Context: an optimization exercise on an open-source flow, tuned for small area and a short achievable clock period. The choices shown serve that exercise and are no tape-out recipe.
The RTL was checked by simulation tests, not by an equivalence proof against the original design.
Power figures rest on the tool's default switching activity, not on a simulated workload.

## build 17
## cpu_top
module cpu_top #(
    parameter int FRAC_BITS = 15
) (
    input  wire logic         clk,
    input  wire logic         rst_n,
    input  wire logic         in_valid,
    input  wire logic [31:0]  instruction,
    output logic              out_valid,
    output logic              instruction_fail,
    output cpu_pkg::data_t    out_0,
    output cpu_pkg::data_t    out_1,
    output cpu_pkg::data_t    out_2,
    output cpu_pkg::data_t    out_3,
    output cpu_pkg::data_t    out_4,
    output cpu_pkg::data_t    out_5
);
    cpu_pkg::op_t  op;
    logic [5:0]    a_sel, b_sel;
    logic          imm_b;
    logic [2:0]    wr;
    logic [15:0]   a, b;
    logic          done;
    logic [5:0]    we;
    logic [15:0]   wd;
    inst_decoder i_decoder (
        .instruction (instruction),
        .op          (op),
        .a_sel       (a_sel),
        .b_sel       (b_sel),
        .imm_b       (imm_b),
        .wr          (wr)
    );
    reg_file i_regs (
  ...
Settings: LEC_CHECK=0, CAP_MARGIN=20, CORE_MARGIN=2, CORE_UTILIZATION=65, PLACE_DENSITY=0.72, SETUP_SLACK_MARGIN=1.95, SLEW_MARGIN=20; clock period 5.0 ns.
standard.sh (not shown) runs the stock make flow with config.mk's settings and CLKGATE_MAP_FILE= SYNTH_SCRIPT=/design/flow/synth_recipe.tcl, a recipe that flattens the netlist after the stock synthesis.
==> flow/flow/run.sh <==
#!/bin/bash
# The standard layout, with plain buffers (not delay cells) on the ports.
set -euo pipefail
bash standard.sh BUFFER_PORTS_ARGS="-buffer_cell sky130_fd_sc_hd__buf_1" finish > standard_flow.log 2>&1
What build 77 does differently from build 17 at the input level:
- SETUP_SLACK_MARGIN changed from 1.95 to 2.1
- CTS_CLUSTER_SIZE newly set to 20
- CTS_CLUSTER_DIAMETER newly set to 70
Against build 17, build 77 reports a required arrival time at the worst endpoint that is lower. Between build 17 and build 77, the flow reports met2 wire length increasing by a few percent. Looking at worst-path cell with the longest stage delay, the sky130_fd_sc_hd__or4b_4 result is from build 17; the sky130_fd_sc_hd__or4b_2 one comes from build 77. Build 77 -> build 17: critical path depth delta 0, exact match. Summary of build 77 over build 17: total wire length after detailed routing higher, post-route cell area now larger, clock-buffer cell count dropped 5, total area of sequential cells flat, layout-stage area growth over the synthesis result went up 1.0 points. Looking at sum of internal, switching and leakage power, build 77 sits below build 17.
Here is what was changed in the inputs of build 18 compared with build 77.
- CTS_CLUSTER_SIZE: 20 -> unset
- PLACE_DENSITY: 0.72 -> 0.8
- SETUP_SLACK_MARGIN: 2.1 -> 1.95
- CORE_UTILIZATION: 65 -> 70
- CTS_CLUSTER_DIAMETER: 70 -> unset
==> comparison <==
Re number of flip-flops and latches: no difference whatsoever between build 18 and build 77.
The fraction of area in clock buffers and inverters of build 18 is higher than that of build 77.
Non-filler instance count after layout (build 18 over build 77): decrease, 38
Build 18 — combinational share of power 0.4 points lower, build 77 as reference
Summary — sum of internal, switching and leakage power, build 18 relative to build 77: higher, by about 6.5%.
Going from build 77 to build 18, the largest net degree at the start of global routing was found to have gone up by 10.
Looking at utilization, build 18 sits above build 77.
The register share of the cell area reported for build 18 is greater than that of build 77 by 0.33 points.
The final reports for build 18 and build 77 show fraction of power consumed by the clock network higher in the former.
Routed wire in build 18 totals less than in build 77.
Edits applied to the flow inputs when going from build 18 to build 61:
- setting CTS_CLUSTER_DIAMETER to 85 for the first time
- changing PLACE_DENSITY from 0.8 to 0.72
- setting CTS_CLUSTER_SIZE to 25 for the first time
- changing CORE_UTILIZATION from 70 to 65
## What came out
Largest fanout of any net on the critical path: build 61 and build 18 compared, lower one is build 61. Global-route usage for build 61: 4.0 points down relative to build 18. Ratio of cells with drive above 1 in the final layout: build 61 vs build 18 down 0.69 points. Summary — number of standard cells in the layout, taps in and fillers out, build 61 relative to build 18: higher, by about 0.54%. Build 61 finished every stage and its layout cleared the timing, DRC and antenna checks.
## Diff of input files: build 16 against build 61
- PLACE_DENSITY: 0.72 -> unset
- CORE_UTILIZATION: 65 -> 55
- CTS_CLUSTER_DIAMETER: 85 -> 100
- CTS_CLUSTER_SIZE: 25 -> 30
Findings:
Build 16 vs build 61 on count of clock-buffer cells in the layout: build 16 is the lower one.
Build 16 vs build 61 on first-iteration DRC count: build 16 is the lower one.
Across both runs, number of buffers other than clock buffers in the final layout was higher for build 16 than for build 61.
Build 16 and build 61 ended up with nearly the same relative contribution of combinational cells to total power.
Looking at power per cell area across build 16 and build 61, the one that comes out lower is build 16.
In the reports for build 16 and build 61, the larger share of the cycle needed by the critical path after routing belongs to build 16.

cpu_top again, from the RTL that the note above started with.
==> flow/config.mk <==
export PLATFORM = sky130hd
export DESIGN_NAME = cpu_top
export DESIGN_NICKNAME = cpu_top
export VERILOG_FILES = /design/flow/design.v
export SDC_FILE = /design/flow/constraint.sdc
export NUM_CORES = 4
export LEC_CHECK = 0
export CAP_MARGIN = 20
export CORE_MARGIN = 2
export CORE_UTILIZATION = 70
export CTS_CLUSTER_DIAMETER = 70
export CTS_CLUSTER_SIZE = 20
export PLACE_DENSITY = 0.8
export SETUP_SLACK_MARGIN = 1.95
export SLEW_MARGIN = 20
==> flow/constraint.sdc <==
create_clock -name core_clock -period 5.0 [get_ports {clk}]
set_input_delay 1.0000 -clock core_clock [delete_from_list [all_inputs] [get_ports {clk}]]
set_output_delay 1.0000 -clock core_clock [all_outputs]
set_load 0.01 [all_outputs]
Scripts as last shown in full above: flow/flow/run.sh
The baseline ran to the end with no violations.
Rerun with:
--- a/flow/config.mk
+++ b/flow/config.mk
@@ -9,6 +9,3 @@
 export CORE_MARGIN = 2
-export CORE_UTILIZATION = 70
-export CTS_CLUSTER_DIAMETER = 70
-export CTS_CLUSTER_SIZE = 20
-export PLACE_DENSITY = 0.8
+export CORE_UTILIZATION = 55
 export SETUP_SLACK_MARGIN = 1.95
Routed wire length is higher by 4.3%.
Non-clock buffer count is higher by 13.
Die area is higher by 27%.
Cell area is higher by 3.9%.
Clock power is higher by 23%.
Rerun with:
--- a/flow/config.mk
+++ b/flow/config.mk
@@ -9,3 +9,6 @@
 export CORE_MARGIN = 2
-export CORE_UTILIZATION = 55
+export CORE_UTILIZATION = 65
+export CTS_CLUSTER_DIAMETER = 70
+export CTS_CLUSTER_SIZE = 20
+export PLACE_DENSITY = 0.72
 export SETUP_SLACK_MARGIN = 1.95
- The changed run finished with timing, DRC and antenna clean
- via count goes up by 0.86%
- cell area went down by 4.1%
- worst setup slack degrades by 0.035 ns
- routed wire length is lower by 7.5%
- synthesized cell count does not change

## afterwards: timing with drivers on the ports
How much do the figures lean on ideal ports? The routed layouts below were timed once more, with nothing changed but the port constraints.
Step 1 assumes that a clkbuf_16 drives the clock port and a buf_2 every other input.
Step 2, shift: input delay + t, output delay - t, t = (earliest + latest rising clock arrival at the registers) / 2. This alone moves slack from input paths to output paths.
Three values: ideal ports, drivers, drivers and shift; two values: the first two.
| run | shift t [ns] | setup WS [ns] | cell pins on the clock port's net |
|---|---|---|---|
| build 17 | 0.589 | 1.933 / 1.964 / 1.375 | 1 |
| build 77 | 0.558 | 1.984 / 2.010 / 1.452 | 1 |
| build 18 | 0.585 | 1.937 / 1.967 / 1.382 | 1 |
| build 61 | 0.548 | 1.962 / 1.967 / 1.443 | 1 |
| build 16 | 0.546 | 1.853 / 1.861 / 1.315 | 1 |
| the first run of note 2 | 0.555 | 1.910 / 1.920 / 1.365 | 1 |
| the second run of note 2 | 0.601 | 1.967 / 1.971 / 1.372 | 1 |
| the third run of note 2 | 0.554 | 1.932 / 1.941 / 1.387 | 1 |
After both steps setup and hold are still met in every run listed. The setup slack of the second run of note 2, which loses most, moves by +0.004 ns with the drivers and by -0.595 ns with both steps.
